This design comes from an exercise in tuning for small area, a short achievable clock period and few clock cycles per item on the open sky130 flow, not from production work. At most, simulation tests tie the RTL to the original design; equivalence was not proved. Only the layout flow was run in run 4; the RTL was not checked for function there. Power and IR drop assume default switching activity.

**flow/design.v**
```verilog
`default_nettype none
package fir_pkg;
	typedef logic signed [5-1:0] sample_t;  
	typedef logic signed [9-1:0] coef_t;    
	typedef logic signed [17-1:0] acc_t;      
	typedef enum logic [2:0] {
		PH_INIT,
		PH0,
		PH1,
		PH2,
		PH3,
		PH4
	} phase_t;
endpackage
`default_nettype wire
`default_nettype none
module fir_decimator_top
(
	input wire logic clk,
	input wire logic resetn,
	input wire logic in_valid,
	input wire fir_pkg::sample_t data_in,
	input wire logic out_credit,
	output logic in_credit,
	output logic out_valid,
	output fir_pkg::sample_t data_out
);
	logic [4:0] m1;              
	logic [6:0] m3;              
	logic [7:0] m5;              
	logic [4:0] selA;            
	logic [4:0] nph;             
	logic done1;                 
	logic done2;                 
	logic [4:0] hi_r, hi_nx;     
	logic k9_r, k9_nx;           
	logic pend;                  
	logic ov;
	logic [4:0] res;
	logic [4:0] res_nx;
	logic [1:0] ocred;           
	logic [2:0] owe;             
	logic [3:0] commit;          
	logic icr;
	logic fresh;               
	logic [4:0] u;
	logic [1:0] ocred_nx;
	logic [1:0] ocred_s;
	logic [3:0] commit_d;
	logic [2:0] owe_d;
	logic c_le8, c_le13;
	logic icr_nx;
	logic send;
	logic pend_nx;
	assign u = {~data_in[4], data_in[3:0]};
	logic [13:0] r10;
	assign r10 = ({14{selA[0]}} & 14'({5'(m1), 1'd0}))
		| ({14{selA[1]}} & 14'(5'(m1)))
		| ({14{selA[2]}} & 14'({5'(~m1), 1'd0}))
		| ({14{selA[3]}} & 14'(5'(~m1)))
		| ({14{selA[4]}} & 14'(5'(m1)));
	logic [13:0] r11;
	assign r11 = ({14{selA[0]}} & 14'({7'(m3), 2'd0}))
		| ({14{selA[1]}} & 14'({7'(m3), 2'd0}))
		| ({14{selA[3]}} & 14'({5'(~m1), 3'd0}));
	logic [13:0] r20;
	assign r20 = ({14{selA[0]}} & 14'({7'(m3), 6'd0}))
		| ({14{selA[1]}} & 14'({7'(m3), 5'd0}))
		| ({14{selA[3]}} & 14'({8'(~m5), 3'd0}))
		| ({14{selA[4]}} & 14'({5'(~m1), 4'd0}));
	logic [13:0] r21;
	assign r21 = ({14{selA[0]}} & 14'(5'(m1)))
		| ({14{selA[1]}} & 14'(7'(m3)))
		| ({14{selA[2]}} & 14'(7'(~m3)))
		| ({14{selA[3]}} & 14'(5'(m1)))
		| ({14{selA[4]}} & 14'({5'(m1), 1'd0}));
	logic [13:0] r30;
	assign r30 = ({14{selA[0]}} & 14'({5'(~m1), 4'd0}))
		| ({14{selA[1]}} & 14'({8'(~m5), 3'd0}))
		| ({14{selA[3]}} & 14'({7'(m3), 5'd0}))
		| ({14{selA[4]}} & 14'({7'(m3), 6'd0}));
	logic [13:0] r31;
	assign r31 = ({14{selA[0]}} & 14'({5'(m1), 1'd0}))
		| ({14{selA[1]}} & 14'(5'(m1)))
		| ({14{selA[2]}} & 14'(7'(~m3)))
		| ({14{selA[3]}} & 14'(7'(m3)))
		| ({14{selA[4]}} & 14'(5'(m1)));
	logic [10:0] r40;
	assign r40 = ({11{selA[0]}} & 11'(5'(m1)))
		| ({11{selA[1]}} & 11'(5'(~m1)))
		| ({11{selA[2]}} & 11'({5'(~m1), 1'd0}))
		| ({11{selA[3]}} & 11'(5'(m1)))
		| ({11{selA[4]}} & 11'({5'(m1), 1'd0}));
	logic [10:0] r41;
	assign r41 = ({11{selA[1]}} & 11'({5'(~m1), 3'd0}))
		| ({11{selA[3]}} & 11'({7'(m3), 2'd0}))
		| ({11{selA[4]}} & 11'({7'(m3), 2'd0}));
	logic [13:0] s1, as1, ns1;
	logic [13:1] c1, ac1, nc1;
	assign as1 = selA[0] ? (fresh ? 14'd13723 : s2) : s1;
	assign ac1 = selA[0] ? (fresh ? 13'd0 : c2) : c1;
	logic t1_1, t1_2, t1_3, t1_4, t1_5, t1_6, t1_7, t1_8, t1_9, t1_10, t1_11, t1_12, t1_13, t1_14, t1_15, t1_16;
	assign ns1[0] = as1[0] ^ r10[0];
	assign nc1[1] = as1[0] & r10[0];
	assign t1_1 = as1[1] ^ ac1[1] ^ r10[1];
	assign t1_2 = (as1[1] & ac1[1]) | (as1[1] & r10[1]) | (ac1[1] & r10[1]);
	assign ns1[1] = t1_1;
	assign nc1[2] = 1'b0;
	assign t1_3 = as1[2] ^ ac1[2] ^ r10[2];
	assign t1_4 = (as1[2] & ac1[2]) | (as1[2] & r10[2]) | (ac1[2] & r10[2]);
	assign ns1[2] = t1_3 ^ r11[2] ^ t1_2;
	assign nc1[3] = (t1_3 & r11[2]) | (t1_3 & t1_2) | (r11[2] & t1_2);
	assign t1_5 = as1[3] ^ ac1[3] ^ r10[3];
	assign t1_6 = (as1[3] & ac1[3]) | (as1[3] & r10[3]) | (ac1[3] & r10[3]);
	assign ns1[3] = t1_5 ^ r11[3] ^ t1_4;
	assign nc1[4] = (t1_5 & r11[3]) | (t1_5 & t1_4) | (r11[3] & t1_4);
	assign t1_7 = as1[4] ^ ac1[4] ^ r10[4];
	assign t1_8 = (as1[4] & ac1[4]) | (as1[4] & r10[4]) | (ac1[4] & r10[4]);
	assign ns1[4] = t1_7 ^ r11[4] ^ t1_6;
	assign nc1[5] = (t1_7 & r11[4]) | (t1_7 & t1_6) | (r11[4] & t1_6);
	assign t1_9 = as1[5] ^ ac1[5] ^ r10[5];
	assign t1_10 = (as1[5] & ac1[5]) | (as1[5] & r10[5]) | (ac1[5] & r10[5]);
	assign ns1[5] = t1_9 ^ r11[5] ^ t1_8;
	assign nc1[6] = (t1_9 & r11[5]) | (t1_9 & t1_8) | (r11[5] & t1_8);
	assign t1_11 = as1[6] ^ ac1[6] ^ r11[6];
	assign t1_12 = (as1[6] & ac1[6]) | (as1[6] & r11[6]) | (ac1[6] & r11[6]);
	assign ns1[6] = t1_11 ^ t1_10;
	assign nc1[7] = t1_11 & t1_10;
	assign t1_13 = as1[7] ^ ac1[7] ^ r11[7];
	assign t1_14 = (as1[7] & ac1[7]) | (as1[7] & r11[7]) | (ac1[7] & r11[7]);
	assign ns1[7] = t1_13 ^ t1_12;
	assign nc1[8] = t1_13 & t1_12;
	assign t1_15 = as1[8] ^ ac1[8] ^ r11[8];
	assign t1_16 = (as1[8] & ac1[8]) | (as1[8] & r11[8]) | (ac1[8] & r11[8]);
	assign ns1[8] = t1_15 ^ t1_14;
	assign nc1[9] = t1_15 & t1_14;
	assign ns1[9] = as1[9] ^ ac1[9] ^ t1_16;
	assign nc1[10] = (as1[9] & ac1[9]) | (as1[9] & t1_16) | (ac1[9] & t1_16);
	assign ns1[10] = as1[10] ^ ac1[10];
	assign nc1[11] = as1[10] & ac1[10];
	assign ns1[11] = as1[11] ^ ac1[11];
	assign nc1[12] = as1[11] & ac1[11];
	assign ns1[12] = as1[12] ^ ac1[12];
	assign nc1[13] = as1[12] & ac1[12];
	assign ns1[13] = as1[13] ^ ac1[13];
	logic [13:0] s2, as2, ns2;
	logic [13:1] c2, ac2, nc2;
	assign as2 = selA[0] ? (fresh ? 14'd7284 : s3) : s2;
	assign ac2 = selA[0] ? (fresh ? 13'd0 : c3) : c2;
	logic t2_1, t2_2, t2_3, t2_4, t2_5, t2_6, t2_7, t2_8, t2_9, t2_10, t2_11, t2_12, t2_13, t2_14, t2_15, t2_16, t2_17, t2_18, t2_19, t2_20, t2_21, t2_22, t2_23, t2_24;
	assign ns2[0] = as2[0] ^ r21[0];
	assign nc2[1] = as2[0] & r21[0];
	assign t2_1 = as2[1] ^ ac2[1] ^ r21[1];
	assign t2_2 = (as2[1] & ac2[1]) | (as2[1] & r21[1]) | (ac2[1] & r21[1]);
	assign ns2[1] = t2_1;
	assign nc2[2] = 1'b0;
	assign t2_3 = as2[2] ^ ac2[2] ^ r21[2];
	assign t2_4 = (as2[2] & ac2[2]) | (as2[2] & r21[2]) | (ac2[2] & r21[2]);
	assign ns2[2] = t2_3 ^ t2_2;
	assign nc2[3] = t2_3 & t2_2;
	assign t2_5 = as2[3] ^ ac2[3] ^ r20[3];
	assign t2_6 = (as2[3] & ac2[3]) | (as2[3] & r20[3]) | (ac2[3] & r20[3]);
	assign ns2[3] = t2_5 ^ r21[3] ^ t2_4;
	assign nc2[4] = (t2_5 & r21[3]) | (t2_5 & t2_4) | (r21[3] & t2_4);
	assign t2_7 = as2[4] ^ ac2[4] ^ r20[4];
	assign t2_8 = (as2[4] & ac2[4]) | (as2[4] & r20[4]) | (ac2[4] & r20[4]);
	assign ns2[4] = t2_7 ^ r21[4] ^ t2_6;
	assign nc2[5] = (t2_7 & r21[4]) | (t2_7 & t2_6) | (r21[4] & t2_6);
	assign t2_9 = as2[5] ^ ac2[5] ^ r20[5];
	assign t2_10 = (as2[5] & ac2[5]) | (as2[5] & r20[5]) | (ac2[5] & r20[5]);
	assign ns2[5] = t2_9 ^ r21[5] ^ t2_8;
	assign nc2[6] = (t2_9 & r21[5]) | (t2_9 & t2_8) | (r21[5] & t2_8);
	assign t2_11 = as2[6] ^ ac2[6] ^ r20[6];
	assign t2_12 = (as2[6] & ac2[6]) | (as2[6] & r20[6]) | (ac2[6] & r20[6]);
	assign ns2[6] = t2_11 ^ r21[6] ^ t2_10;
	assign nc2[7] = (t2_11 & r21[6]) | (t2_11 & t2_10) | (r21[6] & t2_10);
	assign t2_13 = as2[7] ^ ac2[7] ^ r20[7];
	assign t2_14 = (as2[7] & ac2[7]) | (as2[7] & r20[7]) | (ac2[7] & r20[7]);
	assign ns2[7] = t2_13 ^ t2_12;
	assign nc2[8] = t2_13 & t2_12;
	assign t2_15 = as2[8] ^ ac2[8] ^ r20[8];
	assign t2_16 = (as2[8] & ac2[8]) | (as2[8] & r20[8]) | (ac2[8] & r20[8]);
	assign ns2[8] = t2_15 ^ t2_14;
	assign nc2[9] = t2_15 & t2_14;
	assign t2_17 = as2[9] ^ ac2[9] ^ r20[9];
	assign t2_18 = (as2[9] & ac2[9]) | (as2[9] & r20[9]) | (ac2[9] & r20[9]);
	assign ns2[9] = t2_17 ^ t2_16;
	assign nc2[10] = t2_17 & t2_16;
	assign t2_19 = as2[10] ^ ac2[10] ^ r20[10];
	assign t2_20 = (as2[10] & ac2[10]) | (as2[10] & r20[10]) | (ac2[10] & r20[10]);
	assign ns2[10] = t2_19 ^ t2_18;
	assign nc2[11] = t2_19 & t2_18;
	assign t2_21 = as2[11] ^ ac2[11] ^ r20[11];
	assign t2_22 = (as2[11] & ac2[11]) | (as2[11] & r20[11]) | (ac2[11] & r20[11]);
	assign ns2[11] = t2_21 ^ t2_20;
	assign nc2[12] = t2_21 & t2_20;
	assign t2_23 = as2[12] ^ ac2[12] ^ r20[12];
	assign t2_24 = (as2[12] & ac2[12]) | (as2[12] & r20[12]) | (ac2[12] & r20[12]);
	assign ns2[12] = t2_23 ^ t2_22;
	assign nc2[13] = t2_23 & t2_22;
	assign ns2[13] = as2[13] ^ ac2[13] ^ t2_24;
	logic [13:0] s3, as3, ns3;
	logic [13:1] c3, ac3, nc3;
	assign as3 = selA[0] ? 14'((fresh ? 11'd845 : s4)) : s3;
	assign ac3 = selA[0] ? 13'((fresh ? 10'd0 : c4)) : c3;
	logic t3_1, t3_2, t3_3, t3_4, t3_5, t3_6, t3_7, t3_8, t3_9, t3_10, t3_11, t3_12, t3_13, t3_14, t3_15, t3_16, t3_17, t3_18, t3_19, t3_20, t3_21, t3_22, t3_23, t3_24;
	assign ns3[0] = as3[0] ^ r31[0];
	assign nc3[1] = as3[0] & r31[0];
	assign t3_1 = as3[1] ^ ac3[1] ^ r31[1];
	assign t3_2 = (as3[1] & ac3[1]) | (as3[1] & r31[1]) | (ac3[1] & r31[1]);
	assign ns3[1] = t3_1;
	assign nc3[2] = 1'b0;
	assign t3_3 = as3[2] ^ ac3[2] ^ r31[2];
	assign t3_4 = (as3[2] & ac3[2]) | (as3[2] & r31[2]) | (ac3[2] & r31[2]);
	assign ns3[2] = t3_3 ^ t3_2;
	assign nc3[3] = t3_3 & t3_2;
	assign t3_5 = as3[3] ^ ac3[3] ^ r30[3];
	assign t3_6 = (as3[3] & ac3[3]) | (as3[3] & r30[3]) | (ac3[3] & r30[3]);
	assign ns3[3] = t3_5 ^ r31[3] ^ t3_4;
	assign nc3[4] = (t3_5 & r31[3]) | (t3_5 & t3_4) | (r31[3] & t3_4);
	assign t3_7 = as3[4] ^ ac3[4] ^ r30[4];
	assign t3_8 = (as3[4] & ac3[4]) | (as3[4] & r30[4]) | (ac3[4] & r30[4]);
	assign ns3[4] = t3_7 ^ r31[4] ^ t3_6;
	assign nc3[5] = (t3_7 & r31[4]) | (t3_7 & t3_6) | (r31[4] & t3_6);
	assign t3_9 = as3[5] ^ ac3[5] ^ r30[5];
	assign t3_10 = (as3[5] & ac3[5]) | (as3[5] & r30[5]) | (ac3[5] & r30[5]);
	assign ns3[5] = t3_9 ^ r31[5] ^ t3_8;
	assign nc3[6] = (t3_9 & r31[5]) | (t3_9 & t3_8) | (r31[5] & t3_8);
	assign t3_11 = as3[6] ^ ac3[6] ^ r30[6];
	assign t3_12 = (as3[6] & ac3[6]) | (as3[6] & r30[6]) | (ac3[6] & r30[6]);
	assign ns3[6] = t3_11 ^ r31[6] ^ t3_10;
	assign nc3[7] = (t3_11 & r31[6]) | (t3_11 & t3_10) | (r31[6] & t3_10);
	assign t3_13 = as3[7] ^ ac3[7] ^ r30[7];
	assign t3_14 = (as3[7] & ac3[7]) | (as3[7] & r30[7]) | (ac3[7] & r30[7]);
	assign ns3[7] = t3_13 ^ t3_12;
	assign nc3[8] = t3_13 & t3_12;
	assign t3_15 = as3[8] ^ ac3[8] ^ r30[8];
	assign t3_16 = (as3[8] & ac3[8]) | (as3[8] & r30[8]) | (ac3[8] & r30[8]);
	assign ns3[8] = t3_15 ^ t3_14;
	assign nc3[9] = t3_15 & t3_14;
	assign t3_17 = as3[9] ^ ac3[9] ^ r30[9];
	assign t3_18 = (as3[9] & ac3[9]) | (as3[9] & r30[9]) | (ac3[9] & r30[9]);
	assign ns3[9] = t3_17 ^ t3_16;
	assign nc3[10] = t3_17 & t3_16;
	assign t3_19 = as3[10] ^ ac3[10] ^ r30[10];
	assign t3_20 = (as3[10] & ac3[10]) | (as3[10] & r30[10]) | (ac3[10] & r30[10]);
	assign ns3[10] = t3_19 ^ t3_18;
	assign nc3[11] = t3_19 & t3_18;
	assign t3_21 = as3[11] ^ ac3[11] ^ r30[11];
	assign t3_22 = (as3[11] & ac3[11]) | (as3[11] & r30[11]) | (ac3[11] & r30[11]);
	assign ns3[11] = t3_21 ^ t3_20;
	assign nc3[12] = t3_21 & t3_20;
	assign t3_23 = as3[12] ^ ac3[12] ^ r30[12];
	assign t3_24 = (as3[12] & ac3[12]) | (as3[12] & r30[12]) | (ac3[12] & r30[12]);
	assign ns3[12] = t3_23 ^ t3_22;
	assign nc3[13] = t3_23 & t3_22;
	assign ns3[13] = as3[13] ^ ac3[13] ^ t3_24;
	logic [10:0] s4, as4, ns4;
	logic [10:1] c4, ac4, nc4;
	assign as4 = selA[0] ? 11'd232 : s4;
	assign ac4 = selA[0] ? 10'd0 : c4;
	logic t4_1, t4_2, t4_3, t4_4, t4_5, t4_6, t4_7, t4_8, t4_9, t4_10, t4_11, t4_12, t4_13, t4_14, t4_15, t4_16;
	assign ns4[0] = as4[0] ^ r40[0];
	assign nc4[1] = as4[0] & r40[0];
	assign t4_1 = as4[1] ^ ac4[1] ^ r40[1];
	assign t4_2 = (as4[1] & ac4[1]) | (as4[1] & r40[1]) | (ac4[1] & r40[1]);
	assign ns4[1] = t4_1;
	assign nc4[2] = 1'b0;
	assign t4_3 = as4[2] ^ ac4[2] ^ r40[2];
	assign t4_4 = (as4[2] & ac4[2]) | (as4[2] & r40[2]) | (ac4[2] & r40[2]);
	assign ns4[2] = t4_3 ^ r41[2] ^ t4_2;
	assign nc4[3] = (t4_3 & r41[2]) | (t4_3 & t4_2) | (r41[2] & t4_2);
	assign t4_5 = as4[3] ^ ac4[3] ^ r40[3];
	assign t4_6 = (as4[3] & ac4[3]) | (as4[3] & r40[3]) | (ac4[3] & r40[3]);
	assign ns4[3] = t4_5 ^ r41[3] ^ t4_4;
	assign nc4[4] = (t4_5 & r41[3]) | (t4_5 & t4_4) | (r41[3] & t4_4);
	assign t4_7 = as4[4] ^ ac4[4] ^ r40[4];
	assign t4_8 = (as4[4] & ac4[4]) | (as4[4] & r40[4]) | (ac4[4] & r40[4]);
	assign ns4[4] = t4_7 ^ r41[4] ^ t4_6;
	assign nc4[5] = (t4_7 & r41[4]) | (t4_7 & t4_6) | (r41[4] & t4_6);
	assign t4_9 = as4[5] ^ ac4[5] ^ r40[5];
	assign t4_10 = (as4[5] & ac4[5]) | (as4[5] & r40[5]) | (ac4[5] & r40[5]);
	assign ns4[5] = t4_9 ^ r41[5] ^ t4_8;
	assign nc4[6] = (t4_9 & r41[5]) | (t4_9 & t4_8) | (r41[5] & t4_8);
	assign t4_11 = as4[6] ^ ac4[6] ^ r41[6];
	assign t4_12 = (as4[6] & ac4[6]) | (as4[6] & r41[6]) | (ac4[6] & r41[6]);
	assign ns4[6] = t4_11 ^ t4_10;
	assign nc4[7] = t4_11 & t4_10;
	assign t4_13 = as4[7] ^ ac4[7] ^ r41[7];
	assign t4_14 = (as4[7] & ac4[7]) | (as4[7] & r41[7]) | (ac4[7] & r41[7]);
	assign ns4[7] = t4_13 ^ t4_12;
	assign nc4[8] = t4_13 & t4_12;
	assign t4_15 = as4[8] ^ ac4[8] ^ r41[8];
	assign t4_16 = (as4[8] & ac4[8]) | (as4[8] & r41[8]) | (ac4[8] & r41[8]);
	assign ns4[8] = t4_15 ^ t4_14;
	assign nc4[9] = t4_15 & t4_14;
	assign ns4[9] = as4[9] ^ ac4[9] ^ t4_16;
	assign nc4[10] = (as4[9] & ac4[9]) | (as4[9] & t4_16) | (ac4[9] & t4_16);
	assign ns4[10] = as4[10] ^ ac4[10];
	assign hi_nx = s1[13:9] + c1[13:9];
	assign k9_nx = 10'({1'b0, s1[8:0]} + {1'b0, c1[8:1], 1'b0}) >> 9;
	assign res_nx = hi_r + 5'(k9_r) + 5'd4;
	always_ff @(posedge clk)
	begin
		s1 <= ns1;
		c1 <= nc1;
		s2 <= ns2;
		c2 <= nc2;
		s3 <= ns3;
		c3 <= nc3;
		s4 <= ns4;
		c4 <= nc4;
	end
	always_ff @(posedge clk, negedge resetn)
	begin
		if (!resetn)
			fresh <= 1'b1;
		else if (selA[0])
			fresh <= 1'b0;
	end
	assign out_valid = ov;
	assign data_out = res;
	assign in_credit = icr;
	assign send = ov;
	assign ocred_s = ocred - {1'b0, send};
	assign ocred_nx = out_credit ? ocred_s + 2'd1 : ocred_s;
	assign c_le8 = commit <= 4'd8;
	assign c_le13 = commit <= 4'd13;
	assign icr_nx = (owe != 3'd0) && (send ? (c_le13 || ocred[1]) : (c_le8 || ((ocred != 2'd0) && c_le13)));
	assign pend_nx = done2 || (pend && !send);
	assign owe_d = owe - {2'b0, icr_nx};
	assign commit_d = commit - (send ? 4'd5 : 4'd0) + {3'b0, icr_nx};
	always_ff @(posedge clk)
	begin
		m1 <= u;
		m3 <= {2'b0, u} + {1'b0, u, 1'b0};
		m5 <= {3'b0, u} + {1'b0, u, 2'b0};
		selA <= in_valid ? nph : 5'd0;
		ov <= pend_nx && (ocred_s != 2'd0);
		icr <= icr_nx;
		if (done1)
		begin
			hi_r <= hi_nx;
			k9_r <= k9_nx;
		end
		res <= res_nx;
	end
	always_ff @(posedge clk, negedge resetn)
	begin
		if (!resetn)
		begin
			nph <= 5'd1;
			done1 <= 1'b0;
			done2 <= 1'b0;
			pend <= 1'b0;
			ocred <= 2'd2;
			owe <= 3'd0;
			commit <= 4'd4;
		end
		else
		begin
			if (in_valid)
				nph <= {nph[3:0], nph[4]};
			done1 <= selA[4];
			done2 <= done1;
			pend <= pend_nx;
			ocred <= ocred_nx;
			owe <= in_valid ? owe_d + 3'd1 : owe_d;
			commit <= commit_d;
		end
	end
endmodule
`default_nettype wire
```
**flow/run.sh**
```bash
#!/bin/bash
# synth_recipe.tcl (not shown) runs the flow's synth.tcl, then flattens the netlist and writes it again
# the make line also repeats each setting of config.mk as NAME=value (left out here)
make -C /OpenROAD-flow-scripts/flow DESIGN_CONFIG=/design/flow/config.mk WORK_HOME=/design/flow/orfs CLKGATE_MAP_FILE= SYNTH_SCRIPT=/design/flow/synth_recipe.tcl finish
```
**flow/config.mk**
```make
export PLATFORM = sky130hd
export DESIGN_NAME = fir_decimator_top
export DESIGN_NICKNAME = fir_decimator_top
export VERILOG_FILES = /design/flow/design.v
export SDC_FILE = /design/flow/constraint.sdc
export NUM_CORES = 4
export LEC_CHECK = 0
export CAP_MARGIN = 20
export CORE_MARGIN = 2
export CORE_UTILIZATION = 40
export SETUP_SLACK_MARGIN = 4.27
export SLEW_MARGIN = 20
```
**flow/constraint.sdc**
```tcl
create_clock -name core_clock -period 6.5 [get_ports {clk}]
set_input_delay 1.3000 -clock core_clock [delete_from_list [all_inputs] [get_ports {clk}]]
set_output_delay 1.3000 -clock core_clock [all_outputs]
set_load 0.01 [all_outputs]
```
==> metrics.log, run 1 <==
[metrics] yosys synthesis warning count: 1
[metrics] net count after synthesis: just over 800
[metrics] Post-synth ARST share: 0.119
[metrics] setup tns final: 0 ns
[metrics] Data arrival, critical path: ~2.5 ns
[metrics] maximum buffer depth of the clock tree: 2
[metrics] number of cell instances on the worst register-to-register path: 8
[metrics] count of cell types in the netlist: 47
[metrics] leakage power summed over all cells: around 4.3 nW
[metrics] count of endpoints failing hold in the final timing report: 0
[metrics] synthesis-stage register bit count: 151
[metrics] Chip Height: between 100 and 150 um
[metrics] number of H-tree levels: 4
[metrics] number of slew-limit violations in the final report: 0
[metrics] slew at the pin closest to its max-slew limit: 0.782 ns
[metrics] RSZ-0062 raised after global routing: yes
[metrics] hold bufs inserted after CTS: 0
[metrics] final standard cell utilization of the core: 0.482
[metrics] fin cells: just under 1000
[metrics] remaining routing DRC violations: 0
[metrics] sequential cell area fraction in the yosys report: 0.423
[metrics] gp weighted congestion: around 0.86
[metrics] Inserted Diodes: 0
[metrics] detailed-route vias per instance: 5.30
[metrics] total standard cell area after synthesis: roughly 0.0075 mm^2
[metrics] DPL Wire Length: 11600 um
[metrics] Placement Rows: 50
[metrics] Via Count: slightly above 5000
[metrics] root buffer cell: sky130_fd_sc_hd__clkbuf_16
[metrics] share of final-layout standard cells stronger than drive strength 1: 0.165
[metrics] Slew headroom: 0.477
[metrics] average detailed-routed wire length per instance: 18.1 um
[metrics] proportion of netlist area held by the largest area contributor: 0.339
[metrics] maxcap violations: 0
[metrics] 1st-iter DRT viols: between 500 and 600
[metrics] largest fanout on the critical path: 8
[metrics] synthesized netlist cell count: 693
[metrics] Switching Share: 0.275
[metrics] Inst Count DP: ~900
[metrics] areal power density over the cells: around 270 mW/mm^2
[metrics] reported net switching power: 0.675 mW
[metrics] critical path required time: 6.83 ns
[metrics] input/output buffers: 15
[metrics] number of sinks driven by the clock tree: 151
[metrics] share of power burned in combinational logic: 0.150
[metrics] cell type with the highest aggregate area in the netlist: sky130_fd_sc_hd__dfxtp_1
[metrics] total routing usage reported by global routing: 0.186
[metrics] flip-flop cell with the highest count after synthesis: sky130_fd_sc_hd__dfxtp_1
[metrics] fraction of the cycle the final worst path needs: 0.339
[metrics] slowest cell on the critical path: sky130_fd_sc_hd__fa_1
[metrics] average footprint of a synthesized cell: 10.8 um^2
[metrics] grt total ovfl: 0
[metrics] antenna violation net count after detailed routing: 0
[metrics] clock network fraction of total power: 0.402
[metrics] worst hold path stage count: 1
[metrics] # IOs: 16
[metrics] Detailed Route WL: approximately 18000 um
[metrics] antenna violations before repair: 0
[metrics] number of synthesized flops with an enable pin: 6
[metrics] global-route wire length before repair: 28300 um
[metrics] IR drop worst, VDD: ~0.00027 V
[metrics] Critical Setup Path Class: flip-flop to flip-flop
[metrics] die footprint: around 0.02 mm^2
[metrics] number of endpoints failing setup at the final stage: 0
[metrics] TritonCTS buffer count: 17
[metrics] worst clock skew on the final layout: around 0.0086 ns
[metrics] die boundary width: approximately 140 um
[metrics] Syn-to-layout area delta: 19.2%
[metrics] DR pass1 iterations: 5
[metrics] number of global-route vias before repair: around 5400
[metrics] Flop pwr share: 0.448
[metrics] clock tree from TritonCTS: yes
[metrics] Cell Int Power: roughly 1.8 mW
[metrics] result of the run: complete, no violations
[metrics] pin count of the biggest net entering global routing: 30
[metrics] Critical Path Sink Type: flip-flop
[metrics] Min-Delay Path Class: flip-flop to flip-flop
[metrics] highest achievable clock rate: around 450 MHz
[metrics] Clk Latency, worst-skew pair: between 0.4 and 0.5 ns
[metrics] initial core utilization: 0.404
[metrics] cells traversed along the worst timing path: buf_12 > inv_4 > buf_12 > o22ai_2 > and3b_2 > fa_1 > fa_1 > inv_1
[metrics] clock-pin slew on the worst setup and hold paths: ~0.07 ns
[metrics] crit start category: flip-flop
[metrics] stage delay of the slowest cell on the critical path: a little under 0.5 ns
[metrics] Total Nets Final: about 850
[metrics] biggest area contributors in the synthesized netlist: sky130_fd_sc_hd__dfxtp_1 (34%), sky130_fd_sc_hd__fa_1 (15%), sky130_fd_sc_hd__ha_1 (10%)
[metrics] final critical path time including I/O delays and setup: 2.21 ns
[metrics] Fillers: roughly 1700
[metrics] CORE AREA: approximately 0.019 mm^2
flip-flops by register name, summed over array words and instances (netlist names), 2 cells and up:
register	cells
c1	12
c2	12
c3	12
c4	9
commit	4
hi_r	5
m1	3
m3	6
m5	8
nph	5
ocred	2
owe	3
res	5
s1	14
s2	14
s3	14
s4	11
selA	5
synthesized netlist by cell type (9+ instances only):
| cell | instances |
|---|---|
| sky130_fd_sc_hd__dfxtp_1 | 127 |
| sky130_fd_sc_hd__inv_1 | 76 |
| sky130_fd_sc_hd__nand2_1 | 66 |
| sky130_fd_sc_hd__ha_1 | 61 |
| sky130_fd_sc_hd__fa_1 | 58 |
| sky130_fd_sc_hd__a22oi_1 | 25 |
| sky130_fd_sc_hd__a22o_1 | 23 |
| sky130_fd_sc_hd__buf_2 | 21 |
| sky130_fd_sc_hd__a21oi_1 | 20 |
| sky130_fd_sc_hd__xnor2_1 | 20 |
| sky130_fd_sc_hd__nor2_1 | 16 |
| sky130_fd_sc_hd__nor2b_1 | 15 |
| sky130_fd_sc_hd__dfrtp_1 | 14 |
| sky130_fd_sc_hd__o21ai_0 | 13 |
| sky130_fd_sc_hd__o22ai_1 | 13 |
| sky130_fd_sc_hd__o22a_1 | 11 |
| sky130_fd_sc_hd__clkbuf_1 | 10 |
| sky130_fd_sc_hd__a21o_1 | 9 |
| sky130_fd_sc_hd__o21ai_1 | 9 |
through the flow:
stage / power, mW / hold slack, ns / setup WS [ns] / cell area (um^2)
6_report: 2.45 / 0.453 / 4.29 / 8950
5_1_grt: 2.59 / 0.468 / 4.22 / 8950
4_1_cts: 2.44 / 0.457 / 4.27 / 8820
3_5_place_dp: 1.46 / 0.437 / 3.30 / 7860
3_3_place_gp: 1.42 / 0.439 / 3.37 / 7860
2_1_floorplan: 1.36 / 0.342 / 4.25 / 7540
worst paths after layout:
kind | start | end | slack [ns]
worst min-delay path | hi_r[4]$_DFFE_PP_ | res[4]$_DFF_P_ | 0.45
worst max-delay path | selA[0]$_SDFF_PN0_ | s3[6]$_DFF_P_ | 4.29
max in group asynchronous | resetn | done1$_DFF_PN0_ | 4.68
worst min register to register | hi_r[4]$_DFFE_PP_ | res[4]$_DFF_P_ | 0.45
min in group asynchronous | resetn | nph[4]$_DFFE_PN0P_ | 1.33
worst max register to register | selA[0]$_SDFF_PN0_ | s3[6]$_DFF_P_ | 4.29
kinds of logic after synthesis:
| group | after synthesis | share of synthesized area |
|---|---|---|
| AO/OA/AOI/OAI | 140 | 0.132 |
| buffers and inverters | 112 | 0.0610 |
| multiplexers | 7 | 0.0103 |
| XOR/XNOR | 26 | 0.0303 |
| AND/OR/NAND/NOR | 138 | 0.0871 |
| flip-flops | 151 | 0.423 |
| adder cells (fa/ha/maj) | 119 | 0.256 |
area by class of cell:
class / count / area [um^2] / share of cell area
flip-flops and latches: 151 / 3200 / 0.357
multi-input cells: 431 / 4010 / 0.448
clock buffers: 18 / 439 / 0.0491
repair buffers: 46 / 557 / 0.0622
well taps: 234 / 293 / 0.0327
inverters: 78 / 299 / 0.0334
clock inverters: 14 / 160 / 0.0179
power by group through the flow:
| stage | Sequential [mW] | Clock [mW] | Combinational (mW) |
|---|---|---|---|
| global placement | 1.11 | 0 | 0.309 |
| global route | 1.11 | 1.05 | 0.431 |
| floorplan | 1.09 | 0 | 0.274 |
| CTS | 1.09 | 1.01 | 0.345 |
| finish | 1.10 | 0.986 | 0.368 |
| detailed placement | 1.12 | 0 | 0.344 |
cells in the final DEF (no fill, tap or decap), types with 3 or more instances in the layout:
cell type	count
sky130_fd_sc_hd__a21o_1	9
sky130_fd_sc_hd__a21oi_1	18
sky130_fd_sc_hd__a22o_1	23
sky130_fd_sc_hd__a22oi_1	23
sky130_fd_sc_hd__and2_1	8
sky130_fd_sc_hd__buf_12	4
sky130_fd_sc_hd__buf_2	7
sky130_fd_sc_hd__buf_4	17
sky130_fd_sc_hd__buf_6	5
sky130_fd_sc_hd__bufbuf_16	5
sky130_fd_sc_hd__clkbuf_16	18
sky130_fd_sc_hd__clkdlybuf4s50_1	3
sky130_fd_sc_hd__clkinv_4	3
sky130_fd_sc_hd__dfrtp_1	14
sky130_fd_sc_hd__dfstp_2	4
sky130_fd_sc_hd__dfxtp_1	121
sky130_fd_sc_hd__dfxtp_4	4
sky130_fd_sc_hd__edfxtp_1	6
sky130_fd_sc_hd__fa_1	55
sky130_fd_sc_hd__fa_2	3
sky130_fd_sc_hd__ha_1	57
sky130_fd_sc_hd__ha_4	3
sky130_fd_sc_hd__inv_1	70
sky130_fd_sc_hd__inv_2	6
sky130_fd_sc_hd__inv_6	4
sky130_fd_sc_hd__inv_8	4
sky130_fd_sc_hd__mux2_2	6
sky130_fd_sc_hd__nand2_1	64
sky130_fd_sc_hd__nand2b_1	7
sky130_fd_sc_hd__nand3_1	5
sky130_fd_sc_hd__nand4_1	8
sky130_fd_sc_hd__nor2_1	15
sky130_fd_sc_hd__nor2b_1	15
sky130_fd_sc_hd__o21ai_0	10
sky130_fd_sc_hd__o21ai_1	12
sky130_fd_sc_hd__o22a_1	11
sky130_fd_sc_hd__o22ai_1	12
sky130_fd_sc_hd__or2_1	3
sky130_fd_sc_hd__xnor2_1	20
sky130_fd_sc_hd__xor2_1	6
worst max-delay path, delay by kind of cell (launching register included):
| kind | cells | cell delay, ns |
|---|---|---|
| adder cells (fa/ha/maj) | 2 | 0.98 |
| AO/OA/AOI/OAI | 1 | 0.15 |
| flip-flops | 1 | 0.36 |
| buffers and inverters | 4 | 0.37 |
| AND/OR/NAND/NOR | 1 | 0.25 |
routing by layer:
layer / global-route usage / routed length, um
met1: 0.250 / 8030
met2: 0.293 / 8190
met3: 0.0462 / 1010
met4: 0.0653 / 335
met5: 0 / 0
repair_timing:
action	in CTS	in global routing
pin swaps	1	17
setup endpoints to repair	101	30
buffers inserted	15	5
cloned	6	1
resized for setup	69	27
Testbench counts, summed over its fixed seeds: cycles 12,024, results 2,400.
==> run 2: changes to the inputs <==
--- a/flow/config.mk
+++ b/flow/config.mk
@@ -10,3 +10,3 @@
 export CORE_UTILIZATION = 40
-export SETUP_SLACK_MARGIN = 4.27
+export SETUP_SLACK_MARGIN = 4.23
 export SLEW_MARGIN = 20
==> run 2 against run 1 <==
Still clean on timing, DRC and antenna; critical path depth stayed put; sequential power hardly changed; largest power group unchanged; clock power is 0.7% higher; fmax is 1.4% lower; sequential cell count stayed put.
==> metrics.log, run 2 <==
[metrics] result of the run: complete, no violations (unchanged)
[metrics] initial core utilization: 0.404 (unchanged)
[metrics] reported net switching power: 0.633 mW (was 0.675 mW)
[metrics] r2r setup slk: 4.26 ns (was 4.29 ns)
[metrics] top cells by instance count after synthesis: sky130_fd_sc_hd__dfxtp_1 (127), sky130_fd_sc_hd__inv_1 (76), sky130_fd_sc_hd__nand2_1 (66), sky130_fd_sc_hd__ha_1 (61), sky130_fd_sc_hd__fa_1 (58) (unchanged)
[metrics] number of global-route vias before repair: 5343 (was 5365)
[metrics] Inserted Diodes: 0 (unchanged)
[metrics] share of final-layout standard cells stronger than drive strength 1: 0.147 (was 0.165)
[metrics] # IOs: 16 (unchanged)
[metrics] biggest area contributors in the synthesized netlist: sky130_fd_sc_hd__dfxtp_1 (34%), sky130_fd_sc_hd__fa_1 (15%), sky130_fd_sc_hd__ha_1 (10%) (unchanged)
[metrics] most frequent cells in the layout: sky130_fd_sc_hd__dfxtp_1 (120), sky130_fd_sc_hd__inv_1 (72), sky130_fd_sc_hd__nand2_1 (64), sky130_fd_sc_hd__ha_1 (60), sky130_fd_sc_hd__fa_1 (56) (was sky130_fd_sc_hd__dfxtp_1 (121), sky130_fd_sc_hd__inv_1 (70), sky130_fd_sc_hd__nand2_1 (64), sky130_fd_sc_hd__ha_1 (57), sky130_fd_sc_hd__fa_1 (55))
[metrics] worst clock skew on the final layout: 0.00778 ns (was 0.00857 ns)
[metrics] average detailed-routed wire length per instance: 17.7 um (was 18.1 um)
[metrics] clock network fraction of total power: 0.410 (was 0.402)
[metrics] remaining routing DRC violations: 0 (unchanged)
[metrics] Slew headroom: 0.464 (was 0.477)
[metrics] Placement Rows: 50 (unchanged)
[metrics] slew at the pin closest to its max-slew limit: 0.801 ns (was 0.782 ns)
[metrics] final critical path time including I/O delays and setup: 2.24 ns (was 2.21 ns)
[metrics] Critical R2R Launch: selA[0]$_SDFF_PN0_ (unchanged)
[metrics] detailed-route vias per instance: 5.32 (was 5.30)
[metrics] synthesis-stage register bit count: 151 (unchanged)
[metrics] total power draw: 2.42 mW (was 2.45 mW)
[metrics] Fillers: 1650 (was 1666)
[metrics] cell type with the highest aggregate area in the netlist: sky130_fd_sc_hd__dfxtp_1 (unchanged)
[metrics] clock tree from TritonCTS: yes (unchanged)
[metrics] global-route wire length before repair: 28300 um (about the same)
[metrics] post-route worst hold slack: 0.453 ns (about the same)
[metrics] flip-flop cell with the highest count after synthesis: sky130_fd_sc_hd__dfxtp_1 (unchanged)
[metrics] footprint of the flip-flops and latches: 0.00320 mm^2 (about the same)
[metrics] highest achievable clock rate: 447 MHz (was 453 MHz)
[metrics] die boundary width: 141 um (unchanged)
[metrics] area of combinational cells with multiple inputs: 0.00399 mm^2 (was 0.00401 mm^2)
[metrics] endpoint of the worst-slack reg-to-reg timing path: s3[6]$_DFF_P_ (unchanged)
[metrics] yosys synthesis warning count: 1 (unchanged)
[metrics] IR drop worst, VDD: 0.000216 V (was 0.000272 V)
[metrics] number of endpoints failing setup at the final stage: 0 (unchanged)
[metrics] hold bufs inserted after CTS: 0 (unchanged)
[metrics] commonest non-fill, non-tap cell in the layout: sky130_fd_sc_hd__dfxtp_1 (unchanged)
[metrics] Switching Share: 0.261 (was 0.275)
[metrics] crit start category: flip-flop (unchanged)
[metrics] number of H-tree levels: 4 (unchanged)
[metrics] Inst Count DP: 912 (was 913)
[metrics] grt total ovfl: 0 (unchanged)
[metrics] Via Count: 5152 (was 5153)
[metrics] Critical Setup Path Class: flip-flop to flip-flop (unchanged)
[metrics] total routing usage reported by global routing: 0.186 (about the same)
[metrics] input/output buffers: 15 (unchanged)
[metrics] CORE AREA: 0.0186 mm^2 (unchanged)
[metrics] count of endpoints failing hold in the final timing report: 0 (unchanged)
[metrics] Chip Height: 141 um (unchanged)
[metrics] registers with the highest flip-flop counts: s1 x14, s2 x14, s3 x14 (unchanged)
[metrics] 1st-iter DRT viols: 502 (was 582)
[metrics] number of cell instances on the worst register-to-register path: 8 (unchanged)
[metrics] final standard cell utilization of the core: 0.475 (was 0.482)
[metrics] DR pass1 iterations: 6 (was 5)
[metrics] setup tns final: 0 ns (unchanged)
[metrics] number of sinks driven by the clock tree: 151 (unchanged)
[metrics] die footprint: 0.0199 mm^2 (unchanged)
[metrics] clock-pin slew on the worst setup and hold paths: 0.06 ns (was 0.07 ns)
[metrics] net count after synthesis: 821 (unchanged)
[metrics] antenna violations before repair: 0 (unchanged)
[metrics] antenna violation net count after detailed routing: 0 (unchanged)
[metrics] proportion of netlist area held by the largest area contributor: 0.339 (unchanged)
[metrics] Post-synth ARST share: 0.119 (unchanged)
[metrics] critical path required time: 6.83 ns (about the same)
[metrics] TritonCTS buffer count: 17 (unchanged)
[metrics] Clk Latency, worst-skew pair: 0.43 ns (about the same)
[metrics] Syn-to-layout area delta: 17.4% (was 19.2%)
[metrics] Cell Int Power: 1.79 mW (was 1.78 mW)
[metrics] most used standard cell by instance count after synthesis: sky130_fd_sc_hd__dfxtp_1 (unchanged)
[metrics] worst hold path stage count: 1 (unchanged)
[metrics] destination of the worst hold path: res[4]$_DFF_P_ (unchanged)
[metrics] Flop pwr share: 0.453 (was 0.448)
[metrics] pin count of the biggest net entering global routing: 30 (unchanged)
[metrics] fraction of the cycle the final worst path needs: 0.344 (was 0.339)
[metrics] DPL Wire Length: 11500 um (was 11600 um)
[metrics] total standard cell area after synthesis: 0.00751 mm^2 (unchanged)
[metrics] Min-Delay Path Class: flip-flop to flip-flop (unchanged)
[metrics] largest fanout on the critical path: 15 (was 8)
[metrics] maximum buffer depth of the clock tree: 2 (unchanged)
[metrics] Critical Path Sink Type: flip-flop (unchanged)
[metrics] sequential cell area fraction in the yosys report: 0.423 (unchanged)
[metrics] number of slew-limit violations in the final report: 0 (unchanged)
[metrics] areal power density over the cells: 275 mW/mm^2 (was 274 mW/mm^2)
[metrics] Hold Startpoint: hi_r[4]$_DFFE_PP_ (unchanged)
[metrics] Total Nets Final: 850 (was 853)
[metrics] synthesized netlist cell count: 693 (unchanged)
[metrics] average footprint of a synthesized cell: 10.8 um^2 (unchanged)
[metrics] fin cells: 969 (was 972)
[metrics] Data arrival, critical path: 2.57 ns (was 2.53 ns)
[metrics] count of cell types in the netlist: 47 (unchanged)
[metrics] Detailed Route WL: 17200 um (was 17600 um)
[metrics] number of synthesized flops with an enable pin: 6 (unchanged)
[metrics] maxcap violations: 0 (unchanged)
[metrics] gp weighted congestion: 0.897 (was 0.858)
[metrics] leakage power summed over all cells: 4.25 nW (was 4.30 nW)
[metrics] root buffer cell: sky130_fd_sc_hd__clkbuf_16 (unchanged)
[metrics] RSZ-0062 raised after global routing: yes (unchanged)
[metrics] share of power burned in combinational logic: 0.137 (was 0.150)
## run 2: cell types whose count changed in the layout (fill, tap and decap cells not counted), sizes merged, moves of 2 or more
cell,previous run,this run
buf,33,30
inv,85,81
dlygate4sd2,0,2
clkinvlp,2,4
## run 2: worst max-delay path, cell delays in order, from the launching register on
cell,delay (ns)
sky130_fd_sc_hd__dfxtp_4,0.36
sky130_fd_sc_hd__buf_12,0.12
sky130_fd_sc_hd__inv_4,0.07
sky130_fd_sc_hd__buf_12,0.16
sky130_fd_sc_hd__o22ai_4,0.16
sky130_fd_sc_hd__and3b_2,0.25
sky130_fd_sc_hd__fa_1,0.49
sky130_fd_sc_hd__fa_1,0.49
sky130_fd_sc_hd__inv_1,0.04
## run 2: cell type report
cell class / instances / area share
multi-input cells: 432 / 0.453
clock inverters: 12 / 0.0162
clock buffers: 20 / 0.0518
well taps: 234 / 0.0332
flip-flops and latches: 151 / 0.363
repair buffers: 42 / 0.0498
inverters: 78 / 0.0339
## run 2: worst max-delay path by stage
stage | cells past startpoint | slack (ns) | start | endpoint
2_1_floorplan | 7 | 4.24 | data_in[0] | m3[5]$_DFF_P_
3_3_place_gp | 8 | 3.28 | selA[0]$_SDFF_PN0_ | s3[6]$_DFF_P_
3_5_place_dp | 8 | 3.23 | selA[0]$_SDFF_PN0_ | s3[6]$_DFF_P_
4_1_cts | 6 | 4.17 | selA[1]$_SDFF_PN0_ | s3[6]$_DFF_P_
5_1_grt | 8 | 4.17 | selA[0]$_SDFF_PN0_ | s3[6]$_DFF_P_
6_report | 8 | 4.26 | selA[0]$_SDFF_PN0_ | s3[6]$_DFF_P_
## run 2: routing by layer
layer	routed length [um]	track usage	vias to the layer above	share of wire
met2	7780	0.283	192	0.45
met1	7800	0.257	2508	0.45
met4	497	0.0832	0	0.029
li1	-	-	2412	-
met5	0	0	-	0
met3	1090	0.0384	40	0.063
## run 2: cell families (layout without fill, tap and decap cells)
group / count (synthesis) / in the layout / synth area share
XOR/XNOR: 26 / 26 / 0.0303
adder cells (fa/ha/maj): 119 / 119 / 0.256
flip-flops: 151 / 151 / 0.423
AND/OR/NAND/NOR: 138 / 140 / 0.0871
multiplexers: 7 / 7 / 0.0103
AO/OA/AOI/OAI: 140 / 140 / 0.132
buffers and inverters: 112 / 152 / 0.0610
## run 2: power groups by stage
| stage | registers [mW] | clock network (mW) | logic [mW] |
|---|---|---|---|
| final | 1.10 | 0.993 | 0.332 |
| after global routing | 1.11 | 1.06 | 0.392 |
| after CTS | 1.09 | 1.01 | 0.333 |
| after detailed placement | 1.11 | 0 | 0.334 |
| after global placement | 1.11 | 0 | 0.310 |
| after floorplan | 1.09 | 0 | 0.273 |
## run 2: per-stage QoR
step                      instance area, um^2  setup slack [ns]
after floorplan                          7510              4.24
after global placement                   7830              3.28
after detailed placement                 7830              3.23
after CTS                                8740              4.17
after global routing                     8820              4.17
final                                    8820              4.26
## run 2: timing repair
action                     CTS  global route
gates resized for setup     51            27
setup endpoints to repair   99            31
buffers inserted            12             7
pin swaps                    1             7
gates cloned                 6             0
==> run 3: changes to the inputs <==
--- a/flow/config.mk
+++ b/flow/config.mk
@@ -10,3 +10,3 @@
 export CORE_UTILIZATION = 40
-export SETUP_SLACK_MARGIN = 4.23
+export SETUP_SLACK_MARGIN = 4.29
 export SLEW_MARGIN = 20
==> run 3 against run 2 <==
Still clean on timing, DRC and antenna; first-iteration DRC count down 11%; via count fell by 0.74%; sequential power barely moved; critical path depth down 2; clock power fell by 12%; sequential cell count unchanged; routed wire length rose by 1.1%; critical endpoint is now s2[5]$_DFF_P_.
==> metrics.log, run 3 <==
[metrics] result of the run: complete, no violations (unchanged)
[metrics] Chip Height: 141 um (unchanged)
[metrics] most used standard cell by instance count after synthesis: sky130_fd_sc_hd__dfxtp_1 (unchanged)
[metrics] die footprint: 0.0199 mm^2 (unchanged)
[metrics] worst hold path stage count: 1 (unchanged)
[metrics] yosys synthesis warning count: 1 (unchanged)
[metrics] slew at the pin closest to its max-slew limit: 0.797 ns (was 0.801 ns)
[metrics] registers with the highest flip-flop counts: s1 x14, s2 x14, s3 x14 (unchanged)
[metrics] proportion of netlist area held by the largest area contributor: 0.339 (unchanged)
[metrics] Via Count: 5114 (was 5152)
[metrics] TritonCTS buffer count: 17 (unchanged)
[metrics] hold bufs inserted after CTS: 0 (unchanged)
[metrics] synthesis-stage register bit count: 151 (unchanged)
[metrics] XOR/XNOR Fraction of Synth Area: 0.0303 (unchanged)
[metrics] Critical R2R Launch: fresh$_DFFE_PN1P_ (was selA[0]$_SDFF_PN0_)
[metrics] Flop pwr share: 0.475 (was 0.453)
[metrics] r2r setup slk: 4.32 ns (was 4.26 ns)
[metrics] post-route worst hold slack: 0.450 ns (was 0.453 ns)
[metrics] flip-flop cell with the highest count after synthesis: sky130_fd_sc_hd__dfxtp_1 (unchanged)
[metrics] share of final-layout standard cells stronger than drive strength 1: 0.167 (was 0.147)
[metrics] IR drop worst, VDD: 0.000197 V (was 0.000216 V)
[metrics] Total Nets Final: 853 (was 850)
[metrics] Syn-to-layout area delta: 18.3% (was 17.4%)
[metrics] dominant combinational cell family by area after synthesis: adder cells (unchanged)
[metrics] Critical Setup Path Class: flip-flop to flip-flop (unchanged)
[metrics] areal power density over the cells: 260 mW/mm^2 (was 275 mW/mm^2)
[metrics] DR pass1 iterations: 5 (was 6)
[metrics] biggest area contributors in the synthesized netlist: sky130_fd_sc_hd__dfxtp_1 (34%), sky130_fd_sc_hd__fa_1 (15%), sky130_fd_sc_hd__ha_1 (10%) (unchanged)
[metrics] Detailed Route WL: 17400 um (was 17200 um)
[metrics] number of slew-limit violations in the final report: 0 (unchanged)
[metrics] pin count of the biggest net entering global routing: 38 (was 30)
[metrics] RSZ-0062 raised after global routing: yes (unchanged)
[metrics] Clk Latency, worst-skew pair: 0.42 ns (was 0.43 ns)
[metrics] maximum buffer depth of the clock tree: 2 (unchanged)
[metrics] clock-pin slew on the worst setup and hold paths: 0.06 ns (about the same)
[metrics] final critical path time including I/O delays and setup: 2.18 ns (was 2.24 ns)
[metrics] total routing usage reported by global routing: 0.187 (was 0.186)
[metrics] antenna violation net count after detailed routing: 0 (unchanged)
[metrics] worst clock skew on the final layout: 0.00647 ns (was 0.00778 ns)
[metrics] CORE AREA: 0.0186 mm^2 (unchanged)
[metrics] number of H-tree levels: 4 (unchanged)
[metrics] largest fanout on the critical path: 11 (was 15)
[metrics] cell area after layout: 0.00889 mm^2 (was 0.00882 mm^2)
[metrics] commonest non-fill, non-tap cell in the layout: sky130_fd_sc_hd__dfxtp_1 (unchanged)
[metrics] root buffer cell: sky130_fd_sc_hd__clkbuf_16 (unchanged)
[metrics] Min-Delay Path Class: flip-flop to flip-flop (unchanged)
[metrics] input/output buffers: 15 (unchanged)
[metrics] initial core utilization: 0.404 (unchanged)
[metrics] area fraction in compound gates after synthesis: 0.132 (unchanged)
[metrics] Data arrival, critical path: 2.48 ns (was 2.57 ns)
[metrics] remaining routing DRC violations: 0 (unchanged)
[metrics] number of synthesized flops with an enable pin: 6 (unchanged)
[metrics] reported net switching power: 0.622 mW (was 0.633 mW)
[metrics] final standard cell utilization of the core: 0.478 (was 0.475)
[metrics] critical path required time: 6.80 ns (was 6.83 ns)
[metrics] gp weighted congestion: 0.871 (was 0.897)
[metrics] endpoint of the worst-slack reg-to-reg timing path: s2[5]$_DFF_P_ (was s3[6]$_DFF_P_)
[metrics] net count after synthesis: 821 (unchanged)
[metrics] highest achievable clock rate: 459 MHz (was 447 MHz)
[metrics] destination of the worst hold path: res[4]$_DFF_P_ (unchanged)
[metrics] first element of the critical path: fresh$_DFFE_PN1P_ (was selA[0]$_SDFF_PN0_)
[metrics] cell type with the highest aggregate area in the netlist: sky130_fd_sc_hd__dfxtp_1 (unchanged)
[metrics] synthesized netlist cell count: 693 (unchanged)
[metrics] Placement Rows: 50 (unchanged)
[metrics] Hold Startpoint: hi_r[4]$_DFFE_PP_ (unchanged)
[metrics] average footprint of a synthesized cell: 10.8 um^2 (unchanged)
[metrics] clock tree from TritonCTS: yes (unchanged)
[metrics] setup tns final: 0 ns (unchanged)
[metrics] stage delay of the slowest cell on the critical path: 0.59 ns (was 0.49 ns)
[metrics] # IOs: 16 (unchanged)
[metrics] total standard cell area after synthesis: 0.00751 mm^2 (unchanged)
[metrics] count of cell types in the netlist: 47 (unchanged)
[metrics] global-route wire length before repair: 28600 um (was 28300 um)
[metrics] Inserted Diodes: 0 (unchanged)
[metrics] most frequent cells in the layout: sky130_fd_sc_hd__dfxtp_1 (121), sky130_fd_sc_hd__inv_1 (72), sky130_fd_sc_hd__nand2_1 (64), sky130_fd_sc_hd__ha_1 (58), sky130_fd_sc_hd__fa_1 (56) (was sky130_fd_sc_hd__dfxtp_1 (120), sky130_fd_sc_hd__inv_1 (72), sky130_fd_sc_hd__nand2_1 (64), sky130_fd_sc_hd__ha_1 (60), sky130_fd_sc_hd__fa_1 (56))
[metrics] number of cell instances on the worst register-to-register path: 6 (was 8)
[metrics] Slew headroom: 0.467 (was 0.464)
[metrics] multiplexer fraction of the synthesized cell area: 0.0103 (unchanged)
[metrics] Cell Int Power: 1.69 mW (was 1.79 mW)
[metrics] grt total ovfl: 0 (unchanged)
[metrics] number of sinks driven by the clock tree: 151 (unchanged)
[metrics] fraction of the cycle the final worst path needs: 0.335 (was 0.344)
[metrics] worst setup slack before clock tree synthesis: 3.45 ns (was 3.23 ns)
[metrics] slowest cell on the critical path: sky130_fd_sc_hd__dfstp_2 (was sky130_fd_sc_hd__fa_1)
[metrics] number of global-route vias before repair: 5372 (was 5343)
[metrics] die boundary width: 141 um (unchanged)
[metrics] count of endpoints failing hold in the final timing report: 0 (unchanged)
[metrics] top cells by instance count after synthesis: sky130_fd_sc_hd__dfxtp_1 (127), sky130_fd_sc_hd__inv_1 (76), sky130_fd_sc_hd__nand2_1 (66), sky130_fd_sc_hd__ha_1 (61), sky130_fd_sc_hd__fa_1 (58) (unchanged)
[metrics] total power draw: 2.31 mW (was 2.42 mW)
[metrics] Critical Path Sink Type: flip-flop (unchanged)
[metrics] average detailed-routed wire length per instance: 17.9 um (was 17.7 um)
[metrics] simple-gate area share of the yosys netlist: 0.0871 (unchanged)
[metrics] 1st-iter DRT viols: 449 (was 502)
[metrics] Post-DP Area: 0.00786 mm^2 (was 0.00783 mm^2)
[metrics] maxcap violations: 0 (unchanged)
[metrics] detailed-route vias per instance: 5.26 (was 5.32)
[metrics] share of power burned in combinational logic: 0.149 (was 0.137)
[metrics] cells traversed along the worst timing path: nand2b_4 > buf_12 > o22ai_1 > fa_1 > inv_1 > fa_1 (was buf_12 > inv_4 > buf_12 > o22ai_4 > and3b_2 > fa_1 > fa_1 > inv_1)
[metrics] number of endpoints failing setup at the final stage: 0 (unchanged)
[metrics] clock network fraction of total power: 0.376 (was 0.410)
[metrics] DPL Wire Length: 11700 um (was 11500 um)
[metrics] Switching Share: 0.269 (was 0.261)
[metrics] Inst Count DP: 913 (was 912)
[metrics] cell seen most often among critical-path stages: sky130_fd_sc_hd__fa_1
[metrics] antenna violations before repair: 0 (unchanged)
[metrics] Post-synth ARST share: 0.119 (unchanged)
[metrics] leakage power summed over all cells: 4.28 nW (was 4.25 nW)
[metrics] crit start category: flip-flop (unchanged)
[metrics] fin cells: 972 (was 969)
[metrics] area share of fa/ha/maj cells after synthesis: 0.256 (unchanged)
[metrics] sequential cell area fraction in the yosys report: 0.423 (unchanged)
[metrics] final worst slack: 4.32 ns (was 4.26 ns)
## run 3: cell counts after synthesis
No cell type changed its count.
## run 3: cells by family after synthesis
| family | after synthesis |
|---|---|
| buffers and inverters | 112 |
| XOR/XNOR | 26 |
| AO/OA/AOI/OAI | 140 |
| adder cells (fa/ha/maj) | 119 |
| AND/OR/NAND/NOR | 138 |
| multiplexers | 7 |
| flip-flops | 151 |
## run 3: timing repair
action                                  in CTS  in global routing
endpoints found under the setup margin     101                 28
setup buffers                               15                  6
gates resized for setup                     74                 27
cloned                                       5                  1
pin swaps                                    3                 12
## run 3: power by group through the flow
stage	registers, mW	clock network (mW)	logic, mW
finish	1.10	0.869	0.345
global route	1.11	0.927	0.400
floorplan	1.09	0	0.274
detailed placement	1.11	0	0.345
CTS	1.09	0.889	0.346
global placement	1.11	0	0.314
## run 3: routing by layer
layer,vias to the layer above,part of all wire,global-route usage
met5,-,0,0
met4,0,0.020,0.0737
met3,26,0.053,0.0411
met2,157,0.47,0.299
met1,2516,0.46,0.250
li1,2415,-,-
## run 3: worst max path at each step
stage	to	cells after the start	slack, ns
after floorplan	m3[5]$_DFF_P_	7	4.25
after global placement	s2[6]$_DFF_P_	8	3.53
after detailed placement	s2[6]$_DFF_P_	8	3.45
after CTS	s2[6]$_DFF_P_	7	4.28
after global routing	s4[3]$_DFF_P_	8	4.24
final	s2[5]$_DFF_P_	6	4.32
## run 3: critical path, delay by kind of cell, from the launching register on
kind / cells / cell delay (ns)
AO/OA/AOI/OAI: 1 / 0.10
adder cells (fa/ha/maj): 2 / 1.01
buffers and inverters: 2 / 0.19
flip-flops: 1 / 0.59
AND/OR/NAND/NOR: 1 / 0.16
## run 3: final cells by class
cell class / count / area (um^2)
Fill cell: 1669 / 9690
Multi-Input combinational cell: 430 / 4030
Sequential cell: 151 / 3200
Timing Repair Buffer: 47 / 553
Clock buffer: 20 / 437
Inverter: 78 / 299
Tap cell: 234 / 293
Clock inverter: 12 / 80.1
==> run 4: changes to the inputs <==
--- a/flow/design.v
+++ b/flow/design.v
@@ -30,4 +30,6 @@
 	logic [7:0] m5;              
-	logic [4:0] selA;            
+	logic [4:0] selA, selB;
 	logic [4:0] nph;             
+	logic [2:0] phb;             
+	logic [4:0] phb_dec;
 	logic done1;                 
@@ -55,2 +57,3 @@
 	assign u = {~data_in[4], data_in[3:0]};
+	assign phb_dec = 5'd1 << phb;
 	logic [13:0] r10;
@@ -77,22 +80,22 @@
 	logic [13:0] r30;
-	assign r30 = ({14{selA[0]}} & 14'({5'(~m1), 4'd0}))
-		| ({14{selA[1]}} & 14'({8'(~m5), 3'd0}))
-		| ({14{selA[3]}} & 14'({7'(m3), 5'd0}))
-		| ({14{selA[4]}} & 14'({7'(m3), 6'd0}));
+	assign r30 = ({14{selB[0]}} & 14'({5'(~m1), 4'd0}))
+		| ({14{selB[1]}} & 14'({8'(~m5), 3'd0}))
+		| ({14{selB[3]}} & 14'({7'(m3), 5'd0}))
+		| ({14{selB[4]}} & 14'({7'(m3), 6'd0}));
 	logic [13:0] r31;
-	assign r31 = ({14{selA[0]}} & 14'({5'(m1), 1'd0}))
-		| ({14{selA[1]}} & 14'(5'(m1)))
-		| ({14{selA[2]}} & 14'(7'(~m3)))
-		| ({14{selA[3]}} & 14'(7'(m3)))
-		| ({14{selA[4]}} & 14'(5'(m1)));
+	assign r31 = ({14{selB[0]}} & 14'({5'(m1), 1'd0}))
+		| ({14{selB[1]}} & 14'(5'(m1)))
+		| ({14{selB[2]}} & 14'(7'(~m3)))
+		| ({14{selB[3]}} & 14'(7'(m3)))
+		| ({14{selB[4]}} & 14'(5'(m1)));
 	logic [10:0] r40;
-	assign r40 = ({11{selA[0]}} & 11'(5'(m1)))
-		| ({11{selA[1]}} & 11'(5'(~m1)))
-		| ({11{selA[2]}} & 11'({5'(~m1), 1'd0}))
-		| ({11{selA[3]}} & 11'(5'(m1)))
-		| ({11{selA[4]}} & 11'({5'(m1), 1'd0}));
+	assign r40 = ({11{selB[0]}} & 11'(5'(m1)))
+		| ({11{selB[1]}} & 11'(5'(~m1)))
+		| ({11{selB[2]}} & 11'({5'(~m1), 1'd0}))
+		| ({11{selB[3]}} & 11'(5'(m1)))
+		| ({11{selB[4]}} & 11'({5'(m1), 1'd0}));
 	logic [10:0] r41;
-	assign r41 = ({11{selA[1]}} & 11'({5'(~m1), 3'd0}))
-		| ({11{selA[3]}} & 11'({7'(m3), 2'd0}))
-		| ({11{selA[4]}} & 11'({7'(m3), 2'd0}));
+	assign r41 = ({11{selB[1]}} & 11'({5'(~m1), 3'd0}))
+		| ({11{selB[3]}} & 11'({7'(m3), 2'd0}))
+		| ({11{selB[4]}} & 11'({7'(m3), 2'd0}));
 	logic [13:0] s1, as1, ns1;
@@ -203,4 +206,4 @@
 	logic [13:1] c3, ac3, nc3;
-	assign as3 = selA[0] ? 14'((fresh ? 11'd845 : s4)) : s3;
-	assign ac3 = selA[0] ? 13'((fresh ? 10'd0 : c4)) : c3;
+	assign as3 = selB[0] ? 14'((fresh ? 11'd845 : s4)) : s3;
+	assign ac3 = selB[0] ? 13'((fresh ? 10'd0 : c4)) : c3;
 	logic t3_1, t3_2, t3_3, t3_4, t3_5, t3_6, t3_7, t3_8, t3_9, t3_10, t3_11, t3_12, t3_13, t3_14, t3_15, t3_16, t3_17, t3_18, t3_19, t3_20, t3_21, t3_22, t3_23, t3_24;
@@ -259,4 +262,4 @@
 	logic [10:1] c4, ac4, nc4;
-	assign as4 = selA[0] ? 11'd232 : s4;
-	assign ac4 = selA[0] ? 10'd0 : c4;
+	assign as4 = selB[0] ? 11'd232 : s4;
+	assign ac4 = selB[0] ? 10'd0 : c4;
 	logic t4_1, t4_2, t4_3, t4_4, t4_5, t4_6, t4_7, t4_8, t4_9, t4_10, t4_11, t4_12, t4_13, t4_14, t4_15, t4_16;
@@ -338,2 +341,3 @@
 		selA <= in_valid ? nph : 5'd0;
+		selB <= in_valid ? phb_dec : 5'd0;
 		ov <= pend_nx && (ocred_s != 2'd0);
@@ -352,2 +356,3 @@
 			nph <= 5'd1;
+			phb <= 3'd0;
 			done1 <= 1'b0;
@@ -362,3 +367,6 @@
 			if (in_valid)
+			begin
 				nph <= {nph[3:0], nph[4]};
+				phb <= (phb == 3'd4) ? 3'd0 : phb + 3'd1;
+			end
 			done1 <= selA[4];
--- a/flow/config.mk
+++ b/flow/config.mk
@@ -10,3 +10,3 @@
 export CORE_UTILIZATION = 40
-export SETUP_SLACK_MARGIN = 4.29
+export SETUP_SLACK_MARGIN = 4.27
 export SLEW_MARGIN = 20
==> run 4 against run 3 <==
Worst hold slack worse by 0.017 ns; count of clock-buffer cells in the layout is 1 higher; non-clock buffer count is 9 lower; via count is 5.8% higher; critical path type is now flip-flop to primary output; critical endpoint is now out_valid; highest routed layer unchanged.
==> metrics.log, run 4 <==
[metrics] cell class contributing the biggest share of worst-path delay: flip-flops (was adder cells)
[metrics] TritonCTS buffer count: 17 (unchanged)
[metrics] die footprint: 0.0213 mm^2 (was 0.0199 mm^2)
[metrics] most frequent cells in the layout: sky130_fd_sc_hd__dfxtp_1 (119), sky130_fd_sc_hd__inv_1 (88), sky130_fd_sc_hd__ha_1 (60), sky130_fd_sc_hd__nand2_1 (59), sky130_fd_sc_hd__fa_1 (56) (was sky130_fd_sc_hd__dfxtp_1 (121), sky130_fd_sc_hd__inv_1 (72), sky130_fd_sc_hd__nand2_1 (64), sky130_fd_sc_hd__ha_1 (58), sky130_fd_sc_hd__fa_1 (56))
[metrics] DPL Wire Length: 11800 um (was 11700 um)
[metrics] number of endpoints failing setup at the final stage: 0 (unchanged)
[metrics] final worst slack: 4.29 ns (was 4.32 ns)
[metrics] Slew headroom: 0.568 (was 0.467)
[metrics] areal power density over the cells: 367 mW/mm^2 (was 260 mW/mm^2)
[metrics] result of the run: complete, no violations (unchanged)
[metrics] antenna violations before repair: 0 (unchanged)
[metrics] XOR/XNOR Fraction of Synth Area: 0.0293 (was 0.0303)
[metrics] leakage power summed over all cells: 4.25 nW (was 4.28 nW)
[metrics] IR drop worst, VDD: 0.000163 V (was 0.000197 V)
[metrics] critical path required time: 5.20 ns (was 6.80 ns)
[metrics] root buffer cell: sky130_fd_sc_hd__clkbuf_16 (unchanged)
[metrics] grt total ovfl: 0 (unchanged)
[metrics] net count after synthesis: 900 (was 821)
[metrics] stage delay of the slowest cell on the critical path: 0.35 ns (was 0.59 ns)
[metrics] dominant combinational cell family by area after synthesis: adder cells (unchanged)
[metrics] input/output buffers: 15 (unchanged)
[metrics] 1st-iter DRT viols: 375 (was 449)
[metrics] synthesis-stage register bit count: 159 (was 151)
[metrics] largest fanout on the critical path: 2 (was 11)
[metrics] Post-DP Area: 0.00839 mm^2 (was 0.00786 mm^2)
[metrics] highest achievable clock rate: 453 MHz (was 459 MHz)
[metrics] number of sinks driven by the clock tree: 159 (was 151)
[metrics] initial core utilization: 0.410 (was 0.404)
[metrics] yosys synthesis warning count: 1 (unchanged)
[metrics] share of power burned in combinational logic: 0.293 (was 0.149)
[metrics] number of slew-limit violations in the final report: 0 (unchanged)
[metrics] total standard cell area after synthesis: 0.00807 mm^2 (was 0.00751 mm^2)
[metrics] Switching Share: 0.328 (was 0.269)
[metrics] crit start category: flip-flop (unchanged)
[metrics] Clk Latency, worst-skew pair: 0.43 ns (was 0.42 ns)
[metrics] count of endpoints failing hold in the final timing report: 0 (unchanged)
[metrics] sequential cell area fraction in the yosys report: 0.416 (was 0.423)
[metrics] CORE AREA: 0.0197 mm^2 (was 0.0186 mm^2)
[metrics] fraction of the cycle the final worst path needs: 0.340 (was 0.335)
[metrics] maxcap violations: 0 (unchanged)
[metrics] # IOs: 16 (unchanged)
[metrics] biggest area contributors in the synthesized netlist: sky130_fd_sc_hd__dfxtp_1 (33%), sky130_fd_sc_hd__fa_1 (14%), sky130_fd_sc_hd__ha_1 (9.8%) (was sky130_fd_sc_hd__dfxtp_1 (34%), sky130_fd_sc_hd__fa_1 (15%), sky130_fd_sc_hd__ha_1 (10%))
[metrics] Placement Rows: 51 (was 50)
[metrics] Data arrival, critical path: 0.91 ns (was 2.48 ns)
[metrics] Flop pwr share: 0.411 (was 0.475)
[metrics] Syn-to-layout area delta: 15.6% (was 18.3%)
[metrics] DR pass1 iterations: 5 (unchanged)
[metrics] clock tree from TritonCTS: yes (unchanged)
[metrics] Critical Setup Path Class: flip-flop to primary output (was flip-flop to flip-flop)
## run 4: cell types whose count changed after synthesis, moves of 6 or more
| cell | change |
|---|---|
| sky130_fd_sc_hd__a22oi_1 | -17 |
| sky130_fd_sc_hd__nand2_1 | -6 |
| sky130_fd_sc_hd__nor2b_1 | +18 |
| sky130_fd_sc_hd__inv_1 | +19 |
| sky130_fd_sc_hd__nor2_1 | +7 |
| sky130_fd_sc_hd__a22o_1 | -13 |
| sky130_fd_sc_hd__nand4_1 | -7 |
| sky130_fd_sc_hd__a21oi_1 | +16 |
| sky130_fd_sc_hd__o21ai_0 | +26 |
## run 4: final cells by class
| type | count | area (um^2) |
|---|---|---|
| Sequential cell | 159 | 3380 |
| Inverter | 96 | 368 |
| Timing Repair Buffer | 38 | 403 |
| Tap cell | 265 | 332 |
| Clock inverter | 11 | 129 |
| Fill cell | 1879 | 10300 |
| Multi-Input combinational cell | 475 | 4240 |
| Clock buffer | 21 | 472 |
## run 4: what timing repair did
item | 4_1_cts | 5_1_grt
setup buffers | 8 | 8
gates resized for setup | 66 | 24
pin swaps | 1 | 5
cloned | 2 | 2
endpoints found under the setup margin | 91 | 24
## run 4: power groups by stage
stage,sequential (mW),clock (mW),combinational (mW)
after detailed placement,1.41,0,0.963
after CTS,1.40,1.03,1.01
after global placement,1.41,0,0.935
after floorplan,1.33,0,0.791
final,1.41,1.01,1.00
after global routing,1.43,1.08,1.19
## run 4: metal layers
metal	wire length, um	GRT usage	vias to the layer above
li1	-	-	2596
met4	446	0.0699	0
met2	7970	0.258	160
met5	0	0	-
met3	913	0.0357	31
met1	8190	0.236	2622
## run 4: worst paths after layout
kind / slack [ns] / cells past startpoint / start / to
max: 4.29 / 1 / ov$_DFF_P_ / out_valid
max reg2reg: 4.33 / 6 / fresh$_DFFE_PN1P_ / s2[3]$_DFF_P_
max in group asynchronous: 5.32 / 1 / resetn / fresh$_DFFE_PN1P_
min: 0.43 / 0 / selA[4]$_SDFF_PN0_ / done1$_DFF_PN0_
min reg2reg: 0.43 / 0 / selA[4]$_SDFF_PN0_ / done1$_DFF_PN0_
min in group asynchronous: 0.82 / 1 / resetn / commit[1]$_DFF_PN0_
## run 4: logic make-up after synthesis
family / count (synthesis)
AOI/OAI and AO/OA: 166
DFF: 159
and+or+nand+nor: 147
buffers and inverters: 136
adders and majority gates: 121
xor gates and xnor gates: 27
muxes: 14

Re-timed with assumed drivers on the ports (clkbuf_16 on the clock, buf_2 on other inputs), run 4 has 4.246 ns of setup slack against 4.291 ns with ideal ports, and 3.857 ns once port delays also move by the mid clock arrival of 0.471 ns.
